This is an optimization exercise on Yosys and OpenROAD, whose aim is small area and a short achievable clock period, not a production implementation.
The RTL was checked by simulation tests, not by an equivalence proof against the original design.

## cedar
## data_mem_ctrl
module data_mem_ctrl #(
    parameter int unsigned LATENCY = 4,
    parameter int unsigned AW      = 8
) (
    input  logic        clk,
    input  logic        rst,
    input  logic        MemRead,
    input  logic        MemWrite,
    input  logic [15:0] addr,
    input  logic [15:0] wdata,
    output logic [15:0] rdata,
    output logic        stall,
    output logic        done,
    output logic        err
);
Settings: LEC_CHECK=0, CAP_MARGIN=20, CORE_MARGIN=2, CORE_UTILIZATION=70, CTS_CLUSTER_DIAMETER=60, CTS_CLUSTER_SIZE=30, SETUP_SLACK_MARGIN=2.4, SLEW_MARGIN=20; clock period 4.5 ns.
run.sh (not shown) runs the stock make flow with config.mk's settings and CLKGATE_MAP_FILE= SYNTH_SCRIPT=/design/flow/synth_recipe.tcl, a recipe that flattens the netlist after the stock synthesis.
Relative to cedar, the following input files were edited for yarrow:
==> flow/flow/run.sh (new file) <==
#!/bin/bash
# Layout flow: the standard layout (standard.sh, whole, from synthesis to
# finish) with two ORFS settings added to the standard flow's config.mk:
#  - sky130_fd_sc_hd__a222oi_1 is not used: it has a single drive strength, so
#    the resizer cannot strengthen it where it drives a long wire;
#  - clock tree synthesis inserts no dummy loads (same clustering otherwise).
# make's output goes to flow_make.log; ORFS keeps each step's log under
# orfs/logs/.
set -euo pipefail
W=$(cd "$(dirname "${BASH_SOURCE[0]}")/.." && pwd)
cd "$W"
cp config.mk own_config.mk
cat >> own_config.mk <<'EOC'
export DONT_USE_CELLS += sky130_fd_sc_hd__a222oi_1
export CTS_ARGS = -sink_clustering_enable -repair_clock_nets -sink_clustering_size 30 -sink_clustering_max_diameter 60 -dont_use_dummy_load
EOC
sed "s#DESIGN_CONFIG=[^ ]*#DESIGN_CONFIG=$W/own_config.mk#" standard.sh > own_standard.sh
bash own_standard.sh > flow_make.log 2>&1
==> flow/standard.sh (new file) <==
#!/bin/bash
# synth_recipe.tcl (not shown) runs the flow's synth.tcl, then flattens the netlist and writes it again
# the make line also repeats each setting of config.mk as NAME=value (left out here)
make -C /OpenROAD-flow-scripts/flow DESIGN_CONFIG=/design/flow/config.mk WORK_HOME=/design/flow/orfs CLKGATE_MAP_FILE= SYNTH_SCRIPT=/design/flow/synth_recipe.tcl "${@:-finish}"
removed: flow/run.sh
Notes after the runs:
- cedar → yarrow: core box area barely changed, post-placement cell count barely changed, placer's final routability congestion estimate dropped about 5.5%.
- Taking cedar as the reference, in yarrow summed area of non-filler cells in the final layout moved down; routed wire length grew by 6.3 mm.
- yarrow — combined global-route utilization of all metal layers 0.89 points higher, cedar as reference
- yarrow ended up with stall as its capturing element of the worst setup path; cedar ended up with rdata[8]$_DFF_P_.

========
The RTL this note starts from:
==> flow/design.v <==
module data_mem_ctrl #(
    parameter int unsigned LATENCY = 4,
    parameter int unsigned AW      = 8
) (
    input  logic        clk,
    input  logic        rst,
    input  logic        MemRead,
    input  logic        MemWrite,
    input  logic [15:0] addr,
    input  logic [15:0] wdata,
    output logic [15:0] rdata,
    output logic        stall,
    output logic        done,
    output logic        err
);
    localparam int unsigned NR = 64;   
    logic c1, c2, c3;       
    logic busy;             
    logic one_req, idle, accept, err_nxt;
    assign one_req  = MemRead ? ~MemWrite : MemWrite;
    assign idle     = ~(busy | done);
    assign accept   = idle & one_req;
    assign stall    = MemRead ? (busy | (~done & ~MemWrite)) : (busy | (~done & MemWrite));
    assign err_nxt  = (idle & MemRead) & MemWrite;
    always_ff @(posedge clk or posedge rst) begin
        if (rst) begin
            c1   <= 1'b0;
            c2   <= 1'b0;
            c3   <= 1'b0;
            busy <= 1'b0;
            done <= 1'b0;
            err  <= 1'b0;
        end else begin
            c1   <= accept;
            c2   <= c1;
            c3   <= c2;
            busy <= accept | c1 | c2;
            done <= c3;
            err  <= err_nxt;
        end
    end
    logic [1:0] ph;
    always_ff @(posedge clk) ph <= ph + 2'd1;
    logic        pv;        
    logic        wgo;       
    logic        wgo2;      
    logic [7:0]  pidx;
    logic [15:0] pdn;       
    logic [7:0]  ghi;       
    logic [7:0]  ghi2;      
    logic [7:0]  plo;       
    logic        commit, go_c, go_p;
    assign commit = c3 & MemWrite;
    assign go_c   = (addr[2:1] + ph) == 2'd2;
    assign go_p   = pv & ~wgo & ~wgo2 & ((pidx[1:0] + ph) == 2'd2);
    always_ff @(posedge clk) begin
        if (commit) begin
            pv    <= 1'b1;
            pidx  <= addr[8:1];
            pdn   <= ~wdata;
            wgo   <= go_c;
            ghi   <= go_c ? (8'd1 << addr[8:6]) : 8'd0;
        end else begin
            if (wgo2) pv <= 1'b0;
            wgo <= go_p;
            ghi <= go_p ? (8'd1 << pidx[7:5]) : 8'd0;
        end
        wgo2 <= wgo;
        ghi2 <= ghi;
        plo <= 8'd1 << (commit ? addr[5:3] : pidx[4:2]);
    end
    logic [15:0] m0 [NR];
    logic [15:0] m1 [NR];
    logic [15:0] m2 [NR];
    logic [15:0] m3 [NR];
    for (genvar r = 0; r < NR; r++) begin : g_ring
        logic clr, set;
        assign clr = ghi[r/8] & plo[r%8];
        assign set = ghi2[r/8] & plo[r%8];
        always_ff @(posedge clk) begin
            m0[r] <= ~(m3[r] | {16{clr}});
            m1[r] <= ~(({16{set}} & pdn) | m0[r]);
            m2[r] <= m1[r];
            m3[r] <= m2[r];
        end
    end
    logic        cap, fwd, take;
    logic [7:0]  s_hi, s_lo;
    logic [15:0] nxt;
    logic [3:0] rhit;
    always_ff @(posedge clk) rhit <= 4'd1 << (2'd1 - ph);
    assign cap  = ~done & MemRead & ~MemWrite & rhit[addr[2:1]];
    assign fwd  = pv & (pidx == addr[8:1]);
    assign take = cap & ~fwd;
    assign s_hi = take ? (8'd1 << addr[8:6]) : 8'd0;
    assign s_lo = 8'd1 << addr[5:3];
    always_comb begin
        logic [15:0] grp;
        nxt = (~pdn & {16{cap & fwd}}) | (rdata & {16{~cap}});
        for (int g = 0; g < 8; g++) begin
            grp = '0;
            for (int l = 0; l < 8; l++) grp = grp | (m2[8*g+l] & {16{s_lo[l]}});
            nxt = nxt | (grp & {16{s_hi[g]}});
        end
    end
    always_ff @(posedge clk) rdata <= nxt;
endmodule
export LEC_CHECK = 0
export CAP_MARGIN = 20
export CORE_MARGIN = 2
export CORE_UTILIZATION = 70
export CTS_CLUSTER_DIAMETER = 60
export CTS_CLUSTER_SIZE = 30
export SETUP_SLACK_MARGIN = 2.8
export SLEW_MARGIN = 20
create_clock -name core_clock -period 4.5 [get_ports {clk}]
standard.sh (not shown) runs the stock make flow with config.mk's settings and CLKGATE_MAP_FILE= SYNTH_SCRIPT=/design/flow/synth_recipe.tcl, a recipe that flattens the netlist after the stock synthesis.
==> flow/flow/run.sh <==
#!/bin/bash
# Layout flow: the standard layout (standard.sh, whole, from synthesis to
# finish) with two ORFS settings added to the standard flow's config.mk:
#  - sky130_fd_sc_hd__a222oi_1 is not used: it has a single drive strength, so
#    the resizer cannot strengthen it where it drives a long wire;
#  - clock tree synthesis inserts no dummy loads (same clustering otherwise).
# make's output goes to flow_make.log; ORFS keeps each step's log under
# orfs/logs/.
set -euo pipefail
W=$(cd "$(dirname "${BASH_SOURCE[0]}")/.." && pwd)
cd "$W"
cp config.mk own_config.mk
cat >> own_config.mk <<'EOC'
export DONT_USE_CELLS += sky130_fd_sc_hd__a222oi_1
export CTS_ARGS = -sink_clustering_enable -repair_clock_nets -sink_clustering_size 30 -sink_clustering_max_diameter 60 -dont_use_dummy_load
EOC
sed "s#DESIGN_CONFIG=[^ ]*#DESIGN_CONFIG=$W/own_config.mk#" standard.sh > own_standard.sh
bash own_standard.sh > flow_make.log 2>&1
Next try:
--- a/flow/config.mk
+++ b/flow/config.mk
@@ -13 +13 @@
-export SETUP_SLACK_MARGIN = 2.8
+export SETUP_SLACK_MARGIN = 2.4
The new run produced a clean layout.
Utilization is lower by 1.2 points.
Synthesized area stays the same.
Die area is unchanged.
Register-to-register slack got worse by 0.04 ns.

==> what the ideal ports hide <==
Ports are ideal in the flow. The routed layouts listed here were re-timed in OpenROAD.
Step 1 (the two cells are an assumption about what drives the block):
set clk [get_ports {clk}]
set_driving_cell -lib_cell sky130_fd_sc_hd__clkbuf_16 $clk
set_driving_cell -lib_cell sky130_fd_sc_hd__buf_2 [delete_from_list [all_inputs] $clk]
Step 2 moves the port delays by t, midway between the first and last clock arrival at a register: inputs arrive t later, outputs are due t later. That takes back most of the time a late clock gives input paths.
a / b / c = ideal / step 1 / step 2; a / b = the first two.
run | shift t [ns] | setup slack, ns | hold WS [ns] | clock arrival spread, ns | worst register clock-pin slew, ns
cedar | 0.909 | 1.642 / 1.473 / 0.564 | 0.288 / 0.222 / 0.317 | 0.029 / 0.030 | 0.11 / 0.11
yarrow | 0.885 | 1.976 / 1.764 / 0.880 | 0.268 / 0.261 / 0.268 | 0.071 / 0.071 | 0.12 / 0.12
the first run of note 2 | 0.880 | 1.975 / 1.659 / 0.779 | 0.271 / 0.271 / 0.271 | 0.075 / 0.076 | 0.11 / 0.11
the second run of note 2 | 0.885 | 2.007 / 1.743 / 0.858 | 0.276 / 0.263 / 0.276 | 0.077 / 0.077 | 0.11 / 0.11
After both steps setup and hold are still met in every run listed. The setup slack of the first run of note 2, which loses most, moves by -0.316 ns with the drivers and by -1.196 ns with both steps.
